Background: an optimization exercise with open tools, aiming at a short achievable clock period and few clock cycles. Do not read the settings as production practice.
RTL that was checked went through simulation tests only; none was proved equivalent to the original.
Power is estimated from default activity; no workload was simulated.

==> pepper <==
==> flow/design.v (excerpt) <==
module processor #(
	parameter int PC_W  = 16,
	parameter int BHT_W = 5
) (
	input  logic             clock,
	input  logic             rst_n,
	output logic [cpu_pkg::XLEN-1:0]  address_imem,
	input  logic [cpu_pkg::XLEN-1:0]  q_imem,
	output logic [cpu_pkg::XLEN-1:0]  address_dmem,
	output logic [cpu_pkg::XLEN-1:0]  data,
	output logic             wren,
	input  logic [cpu_pkg::XLEN-1:0]  q_dmem,
	output logic [cpu_pkg::REG_W-1:0] ctrl_read_reg_a,
	output logic [cpu_pkg::REG_W-1:0] ctrl_read_reg_b,
	input  logic [cpu_pkg::XLEN-1:0]  data_read_reg_a,
	input  logic [cpu_pkg::XLEN-1:0]  data_read_reg_b,
	output logic             reg_write_en,
	output logic [cpu_pkg::REG_W-1:0] reg_write_addr,
	output logic [cpu_pkg::XLEN-1:0]  reg_write_data
);
	logic             stall;
	logic             redirect;
	logic [PC_W-1:0]  redirect_pc;
	logic [PC_W-1:0]  f_pc;
	logic [PC_W-1:0]  f_pc1;
	logic             f_pred_taken;
	logic [PC_W-1:0]  f_alt_pc;
	logic             fwd_e_a;
	logic             fwd_e_b;
	logic             fwd_w_a;
	logic             fwd_w_b;
	logic             d_valid;
	logic             d_is_mem;
	logic             d_writes;
	logic [cpu_pkg::REG_W-1:0] d_dest;
	logic             d_sel_add;
	logic             d_sel_sub;
	logic             d_use_imm;
	logic [4:0]       a_pick;
	logic [5:0]       b_pick;
	logic [cpu_pkg::REG_W-1:0] d_const_reg;
	logic [PC_W-1:0]  d_const;
	logic             e_valid;
	logic             e_wen;
	logic [cpu_pkg::REG_W-1:0] e_dest;
	logic [cpu_pkg::XLEN-1:0]  e_a;
	logic [cpu_pkg::XLEN-1:0]  e_b;
	logic [15:0]      e_addr_lo;
	logic [15:0]      e_addr_hi;
	logic [15:0]      e_addr_hi_inc;
	logic [15:0]      e_addr_hi_dec;
	logic             e_addr_pick_inc;
	logic             e_addr_pick_dec;
	logic             e_wen_v;
	logic [cpu_pkg::N_SEL-1:0] e_sel;
	logic [cpu_pkg::REG_W-1:0] e_shamt;
	logic [PC_W-1:0]  e_pc1;
	logic             e_is_sw;
	logic             e_is_bne;
	logic             e_is_blt;
  ...
clock: 6.5 ns
lec_check: 0
abc_clock_period_in_ps: 1000
cap_margin: 20
core_margin: 2
core_utilization: 40
setup_slack_margin: 3.6
slew_margin: 20
run.sh (not shown) runs the stock make flow with config.mk's settings and CLKGATE_MAP_FILE= SYNTH_SCRIPT=/design/flow/synth_recipe.tcl, a recipe that flattens the netlist after the stock synthesis.
==> inputs of quartz, as changes to pepper <==
--- a/flow/design.v
+++ b/flow/design.v
@@ -188,18 +188,16 @@
 	input  logic             stall,
 	input  logic             redirect,
 	input  logic [PC_W-1:0]  redirect_pc,
 	input  logic [cpu_pkg::XLEN-1:0] q_imem,
 	input  logic             e_upd_en,    
 	input  logic             e_upd_taken,
 	input  logic             e_upd_back,
 	input  logic [PC_W-1:0]  e_upd_pc,
-	input  logic             e_upd_cnt_ok,   
-	input  logic [LP_W-1:0]  e_upd_cnt,
 	input  logic [cpu_pkg::REG_W-1:0] d_const_reg,   
 	input  logic [PC_W-1:0]  d_const,
 	output logic [PC_W-1:0]  pc,
 	output logic [PC_W-1:0]  pc1,
 	output logic             pred_taken,
 	output logic [PC_W-1:0]  alt_pc,      
 	output logic [cpu_pkg::XLEN-1:0] address_imem
 );
@@ -216,18 +214,16 @@
 	logic [1:0]      bht_ctr [N_BHT];
 	logic            bht_vld [N_BHT];
 	logic            bht_taken;
 	logic             upd_en;
 	logic [BHT_W-1:0] upd_idx;
 	logic             upd_taken;
 	logic             upd_back;
 	logic [PC_W-1:0]  upd_pc;
-	logic             upd_cnt_ok;
-	logic [LP_W-1:0]  upd_cnt;
 	logic [PC_W-1:0] lp_tag  [LP_N];
 	logic            lp_vld  [LP_N];
 	logic            lp_trv  [LP_N];   
 	logic [LP_W-1:0] lp_trip [LP_N];
 	logic [LP_W-1:0] lp_cur  [LP_N];
 	logic [LP_N-1:0] lp_hit;
 	logic [LP_N-1:0] lp_uhit;
 	logic [LP_IW-1:0] lp_next;
@@ -291,18 +287,16 @@
 		end else begin
 			upd_en <= e_upd_en;
 		end
 	end
 	always_ff @(posedge clock) begin
 		upd_taken <= e_upd_taken;
 		upd_back  <= e_upd_back;
 		upd_pc    <= e_upd_pc;
-		upd_cnt_ok <= e_upd_cnt_ok;
-		upd_cnt    <= e_upd_cnt;
 	end
 	always_ff @(posedge clock) begin
 		if (!rst_n) begin
 			ras <= '0;
 		end else if (opc == cpu_pkg::OP_JAL) begin
 			ras <= pc1;
 		end
 	end
@@ -332,31 +326,27 @@
 				lp_tag[i]  <= '0;
 				lp_trip[i] <= '0;
 				lp_cur[i]  <= '0;
 			end
 		end else if (upd_en && upd_back) begin
 			if (lp_uhit == '0) begin
 				lp_next          <= lp_next + 1'b1;
 				lp_vld[lp_next]  <= 1'b1;
-				lp_trv[lp_next]  <= !upd_taken || upd_cnt_ok;
+				lp_trv[lp_next]  <= !upd_taken;
 				lp_tag[lp_next]  <= upd_pc;
-				lp_trip[lp_next] <= (upd_taken && upd_cnt_ok) ? upd_cnt : '0;
+				lp_trip[lp_next] <= '0;
 				lp_cur[lp_next]  <= upd_taken ? LP_W'(1) : '0;
 			end else begin
 				for (int i = 0; i < LP_N; i++) begin
 					if (lp_uhit[i]) begin
 						if (upd_taken) begin
 							if (lp_cur[i] != '1) begin
 								lp_cur[i] <= lp_cur[i] + 1'b1;
 							end
-							if (upd_cnt_ok && {1'b0, lp_cur[i]} + {1'b0, upd_cnt} <= {1'b0, {LP_W{1'b1}}}) begin
-								lp_trv[i]  <= 1'b1;
-								lp_trip[i] <= lp_cur[i] + upd_cnt;
-							end
 						end else begin
 							lp_trv[i]  <= 1'b1;
 							lp_trip[i] <= lp_cur[i];
 							lp_cur[i]  <= '0;
 						end
 					end
 				end
 			end
@@ -471,18 +461,16 @@
 	output logic             e_addr_pick_dec,
 	output logic [cpu_pkg::N_SEL-1:0] e_sel,   
 	output logic [cpu_pkg::REG_W-1:0] e_shamt,
 	output logic [PC_W-1:0]  e_pc1,
 	output logic             e_is_sw,
 	output logic             e_is_bne,
 	output logic             e_is_blt,
 	output logic             e_is_jr,
-	output logic             e_cnt_a,   
-	output logic             e_cnt_b,   
 	output logic             e_back,
 	output logic             e_pred_taken,
 	output logic [PC_W-1:0]  e_alt_pc,
 	output logic [PC_W-1:0]  e_pc
 );
 	logic [cpu_pkg::XLEN-1:0]  d_instr;
 	logic [PC_W-1:0]  d_pc1;
 	logic             d_pred_taken;
@@ -615,18 +603,16 @@
 		e_addr_pick_inc <= addr_pick_inc;
 		e_addr_pick_dec <= addr_pick_dec;
 		e_shamt      <= d_instr[11:7];
 		e_pc1        <= d_pc1;
 		e_back       <= d_instr[15];
 		e_pred_taken <= d_pred_taken;
 		e_alt_pc     <= d_alt_pc;
 		e_pc         <= d_pc;
-		e_cnt_a      <= opc == cpu_pkg::OP_BLT && rd == '0;
-		e_cnt_b      <= opc == cpu_pkg::OP_BNE && rs == '0;
 	end
 endmodule
 module execute_stage #(
 	parameter int PC_W = 16
 ) (
 	input  logic [cpu_pkg::XLEN-1:0]  e_a,
 	input  logic [cpu_pkg::XLEN-1:0]  e_b,
 	input  logic [15:0]      e_addr_lo,
@@ -638,29 +624,25 @@
 	input  logic             e_valid,
 	input  logic [cpu_pkg::N_SEL-1:0] e_sel,
 	input  logic [cpu_pkg::REG_W-1:0] e_shamt,
 	input  logic [PC_W-1:0]  e_pc1,
 	input  logic             e_is_sw,
 	input  logic             e_is_bne,
 	input  logic             e_is_blt,
 	input  logic             e_is_jr,
-	input  logic             e_cnt_a,
-	input  logic             e_cnt_b,
 	input  logic             e_pred_taken,
 	input  logic [PC_W-1:0]  e_alt_pc,
 	input  logic [cpu_pkg::XLEN-1:0]  q_dmem,
 	output logic [cpu_pkg::XLEN-1:0]  e_result,
 	output logic [cpu_pkg::XLEN-1:0]  e_sum,
 	output logic [cpu_pkg::XLEN-1:0]  e_dif,
 	output logic [cpu_pkg::XLEN-1:0]  e_rest,
 	output logic             br_resolved,
 	output logic             br_taken,
-	output logic             cnt_ok,
-	output logic [3:0]       cnt,
 	output logic             redirect,
 	output logic [PC_W-1:0]  redirect_pc,
 	output logic [cpu_pkg::XLEN-1:0]  address_dmem,
 	output logic [cpu_pkg::XLEN-1:0]  data,
 	output logic             wren
 );
 	logic not_equal;
 	logic less_than;
@@ -677,18 +659,16 @@
 		.result (e_result)
 	);
 	assign not_equal = (e_b != e_a);
 	prefix_less #(.W(cpu_pkg::XLEN)) u_lt (
 		.a    ({~e_b[cpu_pkg::XLEN-1], e_b[cpu_pkg::XLEN-2:0]}),
 		.b    ({~e_a[cpu_pkg::XLEN-1], e_a[cpu_pkg::XLEN-2:0]}),
 		.less (less_than)
 	);
-	assign cnt_ok = (e_cnt_a && e_a[cpu_pkg::XLEN-1:4] == '0) || (e_cnt_b && e_b[cpu_pkg::XLEN-1:4] == '0);
-	assign cnt    = e_cnt_b ? e_b[3:0] : e_a[3:0];
 	assign br_resolved = e_valid && (e_is_bne || e_is_blt);
 	assign br_taken    = e_is_bne ? not_equal : less_than;
 	assign redirect    = e_valid && ((e_is_bne && (not_equal ^ e_pred_taken)) ||
 		(e_is_blt && (less_than ^ e_pred_taken)) ||
 		(e_is_jr && e_b[PC_W-1:0] != e_alt_pc));
 	assign redirect_pc = e_is_jr ? e_b[PC_W-1:0] : e_alt_pc;
 	assign address_dmem = {e_addr_pick_inc ? e_addr_hi_inc : (e_addr_pick_dec ? e_addr_hi_dec : e_addr_hi),
 		e_addr_lo};
@@ -773,20 +753,16 @@
 	logic             e_wen_v;
 	logic [cpu_pkg::N_SEL-1:0] e_sel;
 	logic [cpu_pkg::REG_W-1:0] e_shamt;
 	logic [PC_W-1:0]  e_pc1;
 	logic             e_is_sw;
 	logic             e_is_bne;
 	logic             e_is_blt;
 	logic             e_is_jr;
-	logic             e_cnt_a;
-	logic             e_cnt_b;
-	logic             cnt_ok;
-	logic [3:0]       cnt;
 	logic             e_back;
 	logic             e_pred_taken;
 	logic [PC_W-1:0]  e_alt_pc;
 	logic [PC_W-1:0]  e_pc;
 	logic [cpu_pkg::XLEN-1:0]  e_result;
 	logic [cpu_pkg::XLEN-1:0]  e_sum;
 	logic [cpu_pkg::XLEN-1:0]  e_dif;
 	logic [cpu_pkg::XLEN-1:0]  e_rest;
@@ -797,18 +773,16 @@
 		.clock        (clock),
 		.rst_n        (rst_n),
 		.stall        (stall),
 		.redirect     (redirect),
 		.redirect_pc  (redirect_pc),
 		.q_imem       (q_imem),
 		.e_upd_en     (br_resolved),
 		.e_upd_pc     (e_pc),
-		.e_upd_cnt_ok (cnt_ok),
-		.e_upd_cnt    (cnt),
 		.d_const_reg  (d_const_reg),
 		.d_const      (d_const),
 		.e_upd_taken  (br_taken),
 		.e_upd_back   (e_back),
 		.pc           (f_pc),
 		.pc1          (f_pc1),
 		.pred_taken   (f_pred_taken),
 		.alt_pc       (f_alt_pc),
@@ -883,18 +857,16 @@
 		.e_addr_pick_dec  (e_addr_pick_dec),
 		.e_sel           (e_sel),
 		.e_shamt         (e_shamt),
 		.e_pc1           (e_pc1),
 		.e_is_sw         (e_is_sw),
 		.e_is_bne        (e_is_bne),
 		.e_is_blt        (e_is_blt),
 		.e_is_jr         (e_is_jr),
-		.e_cnt_a         (e_cnt_a),
-		.e_cnt_b         (e_cnt_b),
 		.e_back          (e_back),
 		.e_pred_taken    (e_pred_taken),
 		.e_alt_pc        (e_alt_pc),
 		.e_pc            (e_pc)
 	);
 	execute_stage #(.PC_W(PC_W)) u_execute (
 		.e_a          (e_a),
 		.e_b          (e_b),
@@ -907,20 +879,16 @@
 		.e_valid      (e_valid),
 		.e_sel        (e_sel),
 		.e_shamt      (e_shamt),
 		.e_pc1        (e_pc1),
 		.e_is_sw      (e_is_sw),
 		.e_is_bne     (e_is_bne),
 		.e_is_blt     (e_is_blt),
 		.e_is_jr      (e_is_jr),
-		.e_cnt_a      (e_cnt_a),
-		.e_cnt_b      (e_cnt_b),
-		.cnt_ok       (cnt_ok),
-		.cnt          (cnt),
 		.e_pred_taken (e_pred_taken),
 		.e_alt_pc     (e_alt_pc),
 		.q_dmem       (q_dmem),
 		.e_result     (e_result),
 		.e_sum        (e_sum),
 		.e_dif        (e_dif),
 		.e_rest       (e_rest),
 		.br_resolved  (br_resolved),
==> inputs of nickel, as changes to pepper <==
--- a/flow/design.v
+++ b/flow/design.v
@@ -119,16 +119,30 @@
 	prefix_carry #(.W(W), .FIRST(1)) u_carry (
 		.g0 (g1),
 		.p0 (t1),
 		.co (co)
 	);
 	assign sum  = x ^ {co[W-2:0], CIN};
 	assign cout = co[W-1];
 endmodule
+module prefix_inc #(
+	parameter int W = 16
+) (
+	input  logic [W-1:0] a,
+	output logic [W-1:0] inc
+);
+	logic [W-1:0] co;
+	prefix_carry #(.W(W)) u_carry (
+		.g0 ({{(W-1){1'b0}}, a[0]}),
+		.p0 (a),
+		.co (co)
+	);
+	assign inc = a ^ {co[W-2:0], 1'b1};
+endmodule
 module prefix_less #(
 	parameter int W = 32
 ) (
 	input  logic [W-1:0] a,
 	input  logic [W-1:0] b,
 	output logic         less
 );
 	logic [W-1:0] nb;
@@ -195,27 +209,26 @@
 	input  logic [PC_W-1:0]  e_upd_pc,
 	input  logic             e_upd_cnt_ok,   
 	input  logic [LP_W-1:0]  e_upd_cnt,
 	input  logic [cpu_pkg::REG_W-1:0] d_const_reg,   
 	input  logic [PC_W-1:0]  d_const,
 	output logic [PC_W-1:0]  pc,
 	output logic [PC_W-1:0]  pc1,
 	output logic             pred_taken,
-	output logic [PC_W-1:0]  alt_pc,      
+	output logic [PC_W-1:0]  br_tgt,      
+	output logic [PC_W-1:0]  jr_guess,    
 	output logic [cpu_pkg::XLEN-1:0] address_imem
 );
 	localparam int N_BHT = 1 << BHT_W;
 	logic [4:0]      opc;
 	logic            is_jmp;
 	logic            is_br;
 	logic            is_jr;
 	logic            back;
-	logic [PC_W-1:0] br_tgt;
-	logic [PC_W-1:0] jr_guess;
 	logic [PC_W-1:0] pred_pc;
 	logic [PC_W-1:0] ras;
 	logic [1:0]      bht_ctr [N_BHT];
 	logic            bht_vld [N_BHT];
 	logic            bht_taken;
 	logic             upd_en;
 	logic [BHT_W-1:0] upd_idx;
 	logic             upd_taken;
@@ -233,17 +246,20 @@
 	logic [LP_IW-1:0] lp_next;
 	logic            lp_use;
 	logic            lp_taken;
 	assign opc    = q_imem[31:27];
 	assign is_jmp = (opc == cpu_pkg::OP_J) || (opc == cpu_pkg::OP_JAL);
 	assign is_br  = (opc == cpu_pkg::OP_BNE) || (opc == cpu_pkg::OP_BLT);
 	assign is_jr  = (opc == cpu_pkg::OP_JR);
 	assign back   = q_imem[15];
-	assign pc1          = pc + 1'b1;
+	prefix_inc #(.W(PC_W)) u_inc (
+		.a   (pc),
+		.inc (pc1)
+	);
 	assign jr_guess     = (q_imem[26:22] == cpu_pkg::RA_REG) ? ras :
 		((q_imem[26:22] == d_const_reg) ? d_const : pc1);
 	prefix_add #(.W(PC_W), .CIN(1'b1)) u_tgt (
 		.a    (pc),
 		.b    (q_imem[15:0]),
 		.sum  (br_tgt),
 		.cout ()
 	);
@@ -257,29 +273,20 @@
 			lp_uhit[i] = lp_vld[i] && lp_tag[i] == upd_pc;
 			if (lp_hit[i] && lp_trv[i]) begin
 				lp_use   = 1'b1;
 				lp_taken = lp_cur[i] != lp_trip[i];
 			end
 		end
 	end
 	assign pred_taken = is_br && (back && lp_use ? lp_taken : bht_taken);
-	always_comb begin
-		pred_pc = pc1;
-		alt_pc  = br_tgt;
-		if (is_jmp) begin
-			pred_pc = q_imem[15:0];
-		end else if (pred_taken) begin
-			pred_pc = br_tgt;
-			alt_pc  = pc1;
-		end else if (is_jr) begin
-			pred_pc = jr_guess;
-			alt_pc  = jr_guess;
-		end
-	end
+	assign pred_pc = ({PC_W{is_jmp}} & q_imem[15:0])
+	               | ({PC_W{pred_taken}} & br_tgt)
+	               | ({PC_W{is_jr}} & jr_guess)
+	               | ({PC_W{!is_jmp && !pred_taken && !is_jr}} & pc1);
 	always_ff @(posedge clock) begin
 		if (!rst_n) begin
 			pc <= '0;
 		end else if (redirect) begin
 			pc <= redirect_pc;
 		end else if (!stall) begin
 			pc <= pred_pc;
 		end
@@ -429,17 +436,18 @@
 	input  logic             clock,
 	input  logic             rst_n,
 	input  logic             stall,
 	input  logic             redirect,
 	input  logic [cpu_pkg::XLEN-1:0]  q_imem,
 	input  logic [PC_W-1:0]  f_pc,
 	input  logic [PC_W-1:0]  f_pc1,
 	input  logic             f_pred_taken,
-	input  logic [PC_W-1:0]  f_alt_pc,
+	input  logic [PC_W-1:0]  f_br_tgt,
+	input  logic [PC_W-1:0]  f_jr_guess,
 	input  logic [cpu_pkg::XLEN-1:0]  data_read_reg_a,
 	input  logic [cpu_pkg::XLEN-1:0]  data_read_reg_b,
 	output logic [cpu_pkg::REG_W-1:0] ctrl_read_reg_a,
 	output logic [cpu_pkg::REG_W-1:0] ctrl_read_reg_b,
 	input  logic             fwd_e_a,
 	input  logic             fwd_e_b,
 	input  logic             fwd_w_a,
 	input  logic             fwd_w_b,
@@ -481,16 +489,18 @@
 	output logic             e_back,
 	output logic             e_pred_taken,
 	output logic [PC_W-1:0]  e_alt_pc,
 	output logic [PC_W-1:0]  e_pc
 );
 	logic [cpu_pkg::XLEN-1:0]  d_instr;
 	logic [PC_W-1:0]  d_pc1;
 	logic             d_pred_taken;
+	logic [PC_W-1:0]  d_br_tgt;
+	logic [PC_W-1:0]  d_jr_guess;
 	logic [PC_W-1:0]  d_alt_pc;
 	logic [PC_W-1:0]  d_pc;
 	logic [cpu_pkg::REG_W-1:0] d_rb;
 	logic [4:0]       opc;
 	logic [cpu_pkg::REG_W-1:0] rd;
 	logic [cpu_pkg::REG_W-1:0] rs;
 	logic [4:0]       aluop;
 	logic [cpu_pkg::XLEN-1:0]  imm;
@@ -516,26 +526,28 @@
 			d_valid <= 1'b1;
 		end
 	end
 	always_ff @(posedge clock) begin
 		if (!stall) begin
 			d_instr      <= q_imem;
 			d_pc1        <= f_pc1;
 			d_pred_taken <= f_pred_taken;
-			d_alt_pc     <= f_alt_pc;
+			d_br_tgt     <= f_br_tgt;
+			d_jr_guess   <= f_jr_guess;
 			d_pc         <= f_pc;
 			d_rb         <= (q_imem[31:27] == cpu_pkg::OP_RTYPE) ? q_imem[16:12] : q_imem[26:22];
 		end
 	end
 	assign opc   = d_instr[31:27];
 	assign rd    = d_instr[26:22];
 	assign rs    = d_instr[21:17];
 	assign aluop = d_instr[6:2];
 	assign imm   = {{15{d_instr[16]}}, d_instr[16:0]};
+	assign d_alt_pc = (opc == cpu_pkg::OP_JR) ? d_jr_guess : (d_pred_taken ? d_pc1 : d_br_tgt);
 	assign ctrl_read_reg_a = rs;
 	assign ctrl_read_reg_b = d_rb;
 	assign d_writes        = d_valid && writes;
 	assign d_dest          = dest;
 	assign d_sel_add       = sel[cpu_pkg::SEL_ADD];
 	assign d_sel_sub       = sel[cpu_pkg::SEL_SUB];
 	assign d_use_imm       = use_imm;
 	assign d_const_reg     = (d_valid && opc == cpu_pkg::OP_ADDI && rs == '0) ? rd : '0;
@@ -738,17 +750,18 @@
 	output logic [cpu_pkg::XLEN-1:0]  reg_write_data
 );
 	logic             stall;
 	logic             redirect;
 	logic [PC_W-1:0]  redirect_pc;
 	logic [PC_W-1:0]  f_pc;
 	logic [PC_W-1:0]  f_pc1;
 	logic             f_pred_taken;
-	logic [PC_W-1:0]  f_alt_pc;
+	logic [PC_W-1:0]  f_br_tgt;
+	logic [PC_W-1:0]  f_jr_guess;
 	logic             fwd_e_a;
 	logic             fwd_e_b;
 	logic             fwd_w_a;
 	logic             fwd_w_b;
 	logic             d_valid;
 	logic             d_is_mem;
 	logic             d_writes;
 	logic [cpu_pkg::REG_W-1:0] d_dest;
@@ -806,17 +819,18 @@
 		.e_upd_cnt    (cnt),
 		.d_const_reg  (d_const_reg),
 		.d_const      (d_const),
 		.e_upd_taken  (br_taken),
 		.e_upd_back   (e_back),
 		.pc           (f_pc),
 		.pc1          (f_pc1),
 		.pred_taken   (f_pred_taken),
-		.alt_pc       (f_alt_pc),
+		.br_tgt       (f_br_tgt),
+		.jr_guess     (f_jr_guess),
 		.address_imem (address_imem)
 	);
 	hazard_ctrl u_hazard (
 		.clock    (clock),
 		.d_sel_add (d_sel_add),
 		.d_sel_sub (d_sel_sub),
 		.d_use_imm (d_use_imm),
 		.a_pick   (a_pick),
@@ -841,17 +855,18 @@
 		.clock           (clock),
 		.rst_n           (rst_n),
 		.stall           (stall),
 		.redirect        (redirect),
 		.q_imem          (q_imem),
 		.f_pc            (f_pc),
 		.f_pc1           (f_pc1),
 		.f_pred_taken    (f_pred_taken),
-		.f_alt_pc        (f_alt_pc),
+		.f_br_tgt        (f_br_tgt),
+		.f_jr_guess      (f_jr_guess),
 		.data_read_reg_a (data_read_reg_a),
 		.data_read_reg_b (data_read_reg_b),
 		.ctrl_read_reg_a (ctrl_read_reg_a),
 		.ctrl_read_reg_b (ctrl_read_reg_b),
 		.fwd_e_a         (fwd_e_a),
 		.fwd_e_b         (fwd_e_b),
 		.fwd_w_a         (fwd_w_a),
 		.fwd_w_b         (fwd_w_b),
==> flow/flow/run.sh (new file) <==
#!/bin/bash
# Layout flow: the standard flow, with the port buffers that global placement
# inserts made plain buffers (buf_4) instead of the delay cells picked by default.
# Every tool's output goes to a log file in this folder.
set -o pipefail
cp standard.sh standard_sh.txt
export BUFFER_PORTS_ARGS="-buffer_cell sky130_fd_sc_hd__buf_4"
echo "BUFFER_PORTS_ARGS=$BUFFER_PORTS_ARGS" > run_env.log
bash standard.sh > standard.log 2>&1
status=$?
echo "standard.sh exit $status" >> run_env.log
exit $status
==> flow/standard.sh (new file) <==
#!/bin/bash
# synth_recipe.tcl (not shown) runs the flow's synth.tcl, then flattens the netlist and writes it again
# the make line also repeats each setting of config.mk as NAME=value (left out here)
make -C /OpenROAD-flow-scripts/flow DESIGN_CONFIG=/design/flow/config.mk WORK_HOME=/design/flow/orfs CLKGATE_MAP_FILE= SYNTH_SCRIPT=/design/flow/synth_recipe.tcl "${@:-finish}"
removed: flow/run.sh
==> notes <==
Of pepper and quartz, pepper has the higher setup slack (gap 0.025 ns). Between nickel and pepper, the lower non-clock buffer count is in nickel (gap 20). Of quartz and pepper, pepper has the higher clock skew (gap 0.0049 ns). Against quartz, the via count of pepper is larger by about 2.4%. The highest final area belongs to nickel, the lowest to quartz. Sequential power, lowest first: quartz, pepper, nickel. Worst hold slack: nickel < quartz < pepper. Of pepper and quartz, pepper has the higher synthesized cell count (gap 3.3%, measured against quartz). Sequential cell count, lowest first: quartz, pepper, nickel. Against pepper, the power of nickel is higher by 1.5%. Clock power: quartz < pepper < nickel.
==> figures <==
metric                                                                                 pepper                       nickel                          quartz
Worst slew pin tran                                                                   1.06 ns                      1.18 ns                         1.14 ns
GRT Util Overall                                                                        32.6%                        32.6%                           32.9%
Fraction of the cycle the final worst path needs                                        52.9%                        53.6%                           53.3%
Number of fill cells                                                                     8674                         8853                            8252
TritonCTS sink count                                                                      600                          616                             593
Status                                                       no timing/DRC/antenna violations  no timing/DRC/antenna violations  no timing/DRC/antenna violations
Number of cells upsized or downsized after cts                                            760                          513                             787
WP data arrival                                                                       3.96 ns                      4.04 ns                         3.86 ns
Number of antenna violations at the first check in global routing                           8                           13                              12
Reg-to-reg endpoint                                                u_fetch.pc[9]$_SDFFE_PN0P_  u_fetch.pc[15]$_SDFFE_PN0P_  u_decode.d_alt_pc[2]$_DFFE_PN_
Number of global-route vias before repair                                               36006                        35302                           34409
Wire length of the first global-routing pass                                        240000 um                    240000 um                       233000 um
Seq_cells                                                                                 600                          616                             593
Cell count after synthesis                                                               4380                         4381                            4239
Placed Cells                                                                             5686                         5722                            5537
Nets@finish                                                                              5158                         5146                            5025
Clock power frac                                                                        37.2%                        38.0%                           37.4%
Reg2reg path depth                                                                         12                           14                              16
Met2 wirelength from detailed routing                                                76200 um                     77200 um                        72200 um
Multi-input gate share of the layout cell area                                          50.5%                        50.3%                           49.9%
Maximum number of pins on one net before global-route repair                               74                           79                              88
Fraction of the mapped netlist area in adder cells                                      7.37%                        7.26%                           6.86%
Start-to-end type of the worst setup path                              flip-flop to flip-flop       flip-flop to flip-flop      primary input to flip-flop
Testbench counts of pepper, summed over its fixed seeds: cycles 161,674.
Testbench counts of quartz, summed over its fixed seeds: cycles 163,490.
Function not checked in nickel: the RTL went through the layout flow alone.

## separate check: timing with driven ports
No port has a modelled driver above. Below, the same layouts with a new extraction and two added sets of constraints. Step 1 sets driving cells, clkbuf_16 on the clock port and buf_2 on the other inputs (assumed; they add their load-dependent delay and slew). Step 2 times the ports against the registers' clock, not the clock port: input delays grow and output delays shrink by t, the midpoint of the rising clock arrivals with the driver on. Three values: no drivers, after step 1, after step 2; two values: the first two.
run	t, ns	setup slack, ns	latest minus earliest clock arrival (ns)
pepper	0.690	3.063 / 3.063 / 2.630	0.039 / 0.039
quartz	0.695	3.038 / 3.018 / 2.323	0.034 / 0.034
nickel	0.720	3.017 / 3.017 / 2.564	0.052 / 0.052
After both steps setup and hold are still met in every run listed. For quartz, which loses most, drivers alone change the setup slack by -0.020 ns; drivers and shift together by -0.715 ns.
